This is an optimization exercise on Yosys and OpenROAD, whose aim is small area, a short achievable clock period and few clock cycles, not a production implementation. Power is estimated from default activity; no workload was simulated.

== the previous run ==
==> flow/design.v <==
package eed_pkg;
  localparam int MAX_LEN = 64;
  localparam int LEN_W   = $clog2(MAX_LEN + 1);
  localparam int OUT_W   = 7;
  localparam int CHAR_W  = 8;
  localparam int FUNC_W  = 2;
  localparam logic [LEN_W-1:0] MAX_CNT = LEN_W'(MAX_LEN);
  localparam logic [FUNC_W-1:0] FN_REF    = 2'd0;
  localparam logic [FUNC_W-1:0] FN_TYPED  = 2'd1;
  localparam logic [FUNC_W-1:0] FN_FINISH = 2'd2;
endpackage
import eed_pkg::*;
module edit_distance_engine_unit (
  input  logic              clk,
  input  logic              rst,
  input  logic              in_valid,
  output logic              in_ready,
  input  logic [FUNC_W-1:0] in_func,
  input  logic [CHAR_W-1:0] in_char_code,
  output logic              out_valid,
  input  logic              out_ready,
  output logic [OUT_W-1:0]  out_distance,
  output logic [OUT_W-1:0]  out_ref_length,
  output logic [OUT_W-1:0]  out_typed_length,
  output logic              out_error
);
  localparam int N   = MAX_LEN;
  localparam int NS  = 4;             
  localparam int SW  = N / NS;        
  localparam int L   = NS;            
  localparam int R_W = 2 * LEN_W + 1;
  localparam int Q_W = R_W + LEN_W;
  logic             rdy;
  logic             acc;
  logic [LEN_W-1:0] ref_count;
  logic [LEN_W-1:0] typed_count;
  logic             error_flag;
  logic             ref_ok, typ_ok, fin_in, err_in;
  assign in_ready = rdy;
  assign acc      = in_valid && rdy;
  assign ref_ok   = acc && (in_func == FN_REF) && (typed_count == '0) && (ref_count != MAX_CNT);
  assign typ_ok   = acc && (in_func == FN_TYPED) && (typed_count != MAX_CNT);
  assign fin_in   = acc && (in_func == FN_FINISH);
  assign err_in   = acc && ((in_func == FN_REF && !ref_ok) || (in_func == FN_TYPED && !typ_ok));
  always_ff @(posedge clk) begin
    if (rst) begin
      ref_count   <= '0;
      typed_count <= '0;
      error_flag  <= 1'b0;
    end else if (fin_in) begin
      ref_count   <= '0;
      typed_count <= '0;
      error_flag  <= 1'b0;
    end else begin
      if (ref_ok) ref_count <= ref_count + LEN_W'(1);
      if (typ_ok) typed_count <= typed_count + LEN_W'(1);
      if (err_in) error_flag <= 1'b1;
    end
  end
  logic [L:1]          ws, ts, fs, es, ks;
  logic [L:1][NS-1:0]  sh;
  logic [NS-1:0]       sh_in;
  logic [2:0][CHAR_W-1:0] cs;       
  logic [2:1][CHAR_W-1:0] cs_r;
  always_comb begin
    for (int q = 0; q < NS; q++) begin
      sh_in[q] = (ref_count >= LEN_W'((NS - 1 - q) * SW));
    end
  end
  always_ff @(posedge clk) begin
    if (rst) begin
      ws <= '0;
      ts <= '0;
      fs <= '0;
      es <= '0;
    end else begin
      ws <= {ws[L-1:1], ref_ok};
      ts <= {ts[L-1:1], typ_ok};
      fs <= {fs[L-1:1], fin_in};
      es <= {es[L-1:1], err_in};
    end
  end
  always_ff @(posedge clk) begin
    ks <= {ks[L-1:1], rst};
    sh <= {sh[L-1:1], sh_in};
    cs_r <= cs[1:0];
  end
  assign cs = {cs_r, in_char_code};
  logic [N-1:0][CHAR_W-1:0] ref_ch;
  always_ff @(posedge clk) begin
    if (ref_ok) begin
      ref_ch <= {in_char_code, ref_ch[N-1:1]};
    end
  end
  logic [NS:0] cy_r, ph_r, mh_r;    
  assign cy_r[0] = 1'b0;
  assign ph_r[0] = 1'b1;
  assign mh_r[0] = 1'b0;
  for (genvar q = 0; q < NS; q++) begin : g_slice
    localparam int ES = (q < 2) ? q : 2;    
    logic [SW-1:0] eq, pv, mv;
    logic [SW-1:0] eq_c;
    logic [SW-1:0] xv, xh, ph, mh, phs, mhs, pv_n, mv_n;
    always_comb begin
      for (int i = 0; i < SW; i++) begin
        eq_c[i] = (ref_ch[q * SW + i] == cs[ES]);
      end
    end
    if (q <= 2) begin : g_eq
      always_ff @(posedge clk) eq <= eq_c;
    end else begin : g_eqd
      localparam int DD = q - 1;
      logic [SW-1:0] eqd [DD];
      always_ff @(posedge clk) begin
        eqd[0] <= eq_c;
        for (int d = 1; d < DD; d++) eqd[d] <= eqd[d-1];
      end
      assign eq = eqd[DD-1];
    end
    localparam int LG = $clog2(SW);
    logic [(LG+1)*SW-1:0] gg, pp;
    logic [SW:0]         cy;
    always_comb begin
      gg[SW-1:0] = eq & pv;
      pp[SW-1:0] = pv;
      for (int l = 0; l < LG; l++) begin
        for (int i = 0; i < SW; i++) begin
          if (i >= (1 << l)) begin
            gg[(l+1)*SW + i] = gg[l*SW + i] | (pp[l*SW + i] & gg[l*SW + i - (1 << l)]);
            pp[(l+1)*SW + i] = pp[l*SW + i] & pp[l*SW + i - (1 << l)];
          end else begin
            gg[(l+1)*SW + i] = gg[l*SW + i];
            pp[(l+1)*SW + i] = pp[l*SW + i];
          end
        end
      end
      cy[0] = cy_r[q];
      for (int i = 0; i < SW; i++) begin
        cy[i+1] = gg[LG*SW + i] | (pp[LG*SW + i] & cy_r[q]);
      end
      xv   = eq | mv;
      xh   = cy[SW-1:0] | eq;
      ph   = mv | ~(xh | pv);
      mh   = pv & xh;
      phs  = {ph[SW-2:0], ph_r[q]};
      mhs  = {mh[SW-2:0], mh_r[q]};
      pv_n = mhs | ~(xv | phs);
      mv_n = phs & xv;
    end
    always_ff @(posedge clk) begin
      if (fs[1 + q] || ks[1 + q]) begin
        pv <= '0;
        mv <= '1;
      end else if (ts[1 + q]) begin
        pv <= pv_n;
        mv <= mv_n;
      end else if (ws[1 + q]) begin
        pv <= {sh[1 + q][q], pv[SW-1:1]};
        mv <= {!sh[1 + q][q], mv[SW-1:1]};
      end
    end
    always_ff @(posedge clk) begin
      cy_r[q + 1] <= cy[SW];
      ph_r[q + 1] <= ts[1 + q] && ph[SW-1];
      mh_r[q + 1] <= ts[1 + q] && mh[SW-1];
    end
  end
  logic [LEN_W-1:0] ref_len, typed_len;
  logic             err_len;
  always_ff @(posedge clk) begin
    if (fs[L] || ks[L]) begin
      ref_len   <= '0;
      typed_len <= '0;
      err_len   <= 1'b0;
    end else begin
      if (ws[L]) ref_len <= ref_len + LEN_W'(1);
      if (ts[L]) typed_len <= typed_len + LEN_W'(1);
      if (es[L]) err_len <= 1'b1;
    end
  end
  logic [LEN_W-1:0] score;
  logic [LEN_W-1:0] score_n;
  always_comb begin
    score_n = score;
    if (ph_r[NS] || ws[L]) score_n = score + LEN_W'(1);
    else if (mh_r[NS])     score_n = score - LEN_W'(1);
  end
  always_ff @(posedge clk) begin
    if (fs[L] || ks[L]) begin
      score <= '0;
    end else begin
      score <= score_n;
    end
  end
  logic             res_valid, hold_valid;
  logic [Q_W-1:0]   res_d, hold_d, new_d;
  logic             push, pop;
  logic             res_valid_n, hold_valid_n;
  assign push  = fs[L];
  assign new_d = {score_n, ref_len, typed_len, err_len};
  assign pop   = res_valid && out_ready;
  always_comb begin
    res_valid_n  = res_valid;
    hold_valid_n = hold_valid;
    if (pop || !res_valid) begin
      if (hold_valid) begin
        res_valid_n  = 1'b1;
        hold_valid_n = push;
      end else begin
        res_valid_n  = push;
      end
    end else if (push) begin
      hold_valid_n = 1'b1;
    end
  end
  always_ff @(posedge clk) begin
    if (rst) begin
      res_valid  <= 1'b0;
      hold_valid <= 1'b0;
    end else begin
      res_valid  <= res_valid_n;
      hold_valid <= hold_valid_n;
    end
  end
  logic res_keep, res_from_hold, res_from_new;
  assign res_from_hold = (pop || !res_valid) && hold_valid;
  assign res_from_new  = (pop || !res_valid) && !hold_valid && push;
  assign res_keep      = !res_from_hold && !res_from_new;
  always_ff @(posedge clk) begin
    res_d <= ({Q_W{res_keep}} & res_d) | ({Q_W{res_from_hold}} & hold_d)
           | ({Q_W{res_from_new}} & new_d);
  end
  always_ff @(posedge clk) begin
    if (push && (hold_valid || (res_valid && !pop))) begin
      hold_d <= new_d;
    end
  end
  logic [L+1:0] held_n;
  logic         held_none, held_one;
  assign held_n = {fs[L-1:1], res_valid_n, hold_valid_n};
  always_comb begin
    held_none = (held_n == '0);
    held_one  = held_none;
    for (int s = 0; s < L + 1; s++) begin
      if (held_n == (L+2)'(1) << s) held_one = 1'b1;
    end
  end
  always_ff @(posedge clk) begin
    if (rst) begin
      rdy <= 1'b1;
    end else begin
      rdy <= fin_in ? held_none : held_one;
    end
  end
  assign out_valid        = res_valid;
  assign out_distance     = res_d[Q_W-1 -: LEN_W];
  assign out_ref_length   = res_d[R_W-1 -: LEN_W];
  assign out_typed_length = res_d[LEN_W:1];
  assign out_error        = res_d[0];
endmodule
clock: 6.0 ns
lec_check: 0
abc_clock_period_in_ps: 2000
cap_margin: 20
core_margin: 2
core_utilization: 65
cts_buf_list: sky130_fd_sc_hd__clkbuf_16
cts_cluster_diameter: 60
cts_cluster_size: 40
setup_slack_margin: 3.8
slew_margin: 20
run.sh (not shown) runs the stock make flow with config.mk's settings and CLKGATE_MAP_FILE= SYNTH_SCRIPT=/design/flow/synth_recipe.tcl, a recipe that flattens the netlist after the stock synthesis.
The previous run finished end to end and its layout was clean on timing, DRC and antenna.
### the previous run -> the current run
# the previous run
export LEC_CHECK = 0
export ABC_CLOCK_PERIOD_IN_PS = 2000
export CAP_MARGIN = 20
export CORE_MARGIN = 2
export CORE_UTILIZATION = 65
export CTS_BUF_LIST = sky130_fd_sc_hd__clkbuf_16
export CTS_CLUSTER_DIAMETER = 60
export CTS_CLUSTER_SIZE = 40
export SETUP_SLACK_MARGIN = 3.8
export SLEW_MARGIN = 20
create_clock -name core_clock -period 6.0 [get_ports {clk}]
# the current run
export LEC_CHECK = 0
export ABC_CLOCK_PERIOD_IN_PS = 2000
export CAP_MARGIN = 20
export CORE_MARGIN = 2
export CORE_UTILIZATION = 65
export CTS_BUF_LIST = sky130_fd_sc_hd__clkbuf_16
export CTS_CLUSTER_DIAMETER = 120
export CTS_CLUSTER_SIZE = 30
export SETUP_SLACK_MARGIN = 3.8
export SLEW_MARGIN = 20
create_clock -name core_clock -period 6.0 [get_ports {clk}]
## What came out
Area growth from synthesis to layout (higher): the current run
Delta (the current run minus the previous run): power consumption fell 0.0011 W, starting DRC count in detailed routing rose 250, minimum clock period after layout rose 200 ps.
Looking at initial antenna violation count, the current run sits 1 above the previous run.
Min non-clock buffer count across the previous run and the current run: the previous run
Per the comparison of the current run with the previous run, register fraction of the total cell area lower; met3 layer wire length in the routed design went up by 19%; utilization went up.
When the final numbers for the previous run and the current run were put side by side, the worst reg2reg path depth turned out to be smaller in the previous run.
Going from the previous run to the current run, the post-detailed-routing wire length was found to have gone up by about 6%.
No run of this note included a check of the RTL's function; only the layout flow was run.

==> static timing again, ports no longer ideal <==
In the flow no input, the clock included, has a driving cell. The finished layouts below were timed again as built, in two steps.
Step 1, drivers: a clkbuf_16 drives clk and a buf_2 each remaining input, both assumed.
Step 2 adds t to the input delays and takes it off the output delays; t is the mean of the earliest and latest rising clock arrival at the registers after step 1. Input paths then give back, and output paths get back, about the clock's delay inside the block.
a / b / c = ideal / step 1 / step 2; a / b = the first two.
run | shift t [ns] | slack for setup (ns) | worst setup path after step 2
the previous run | 0.689 | 3.644 / 3.645 / 2.984 | input to register
the current run | 0.657 | 3.444 / 3.472 / 2.815 | input to register
After both steps setup and hold are still met in every run listed. The setup slack of the previous run, which loses most, moves by +0.001 ns with the drivers and by -0.660 ns with both steps.
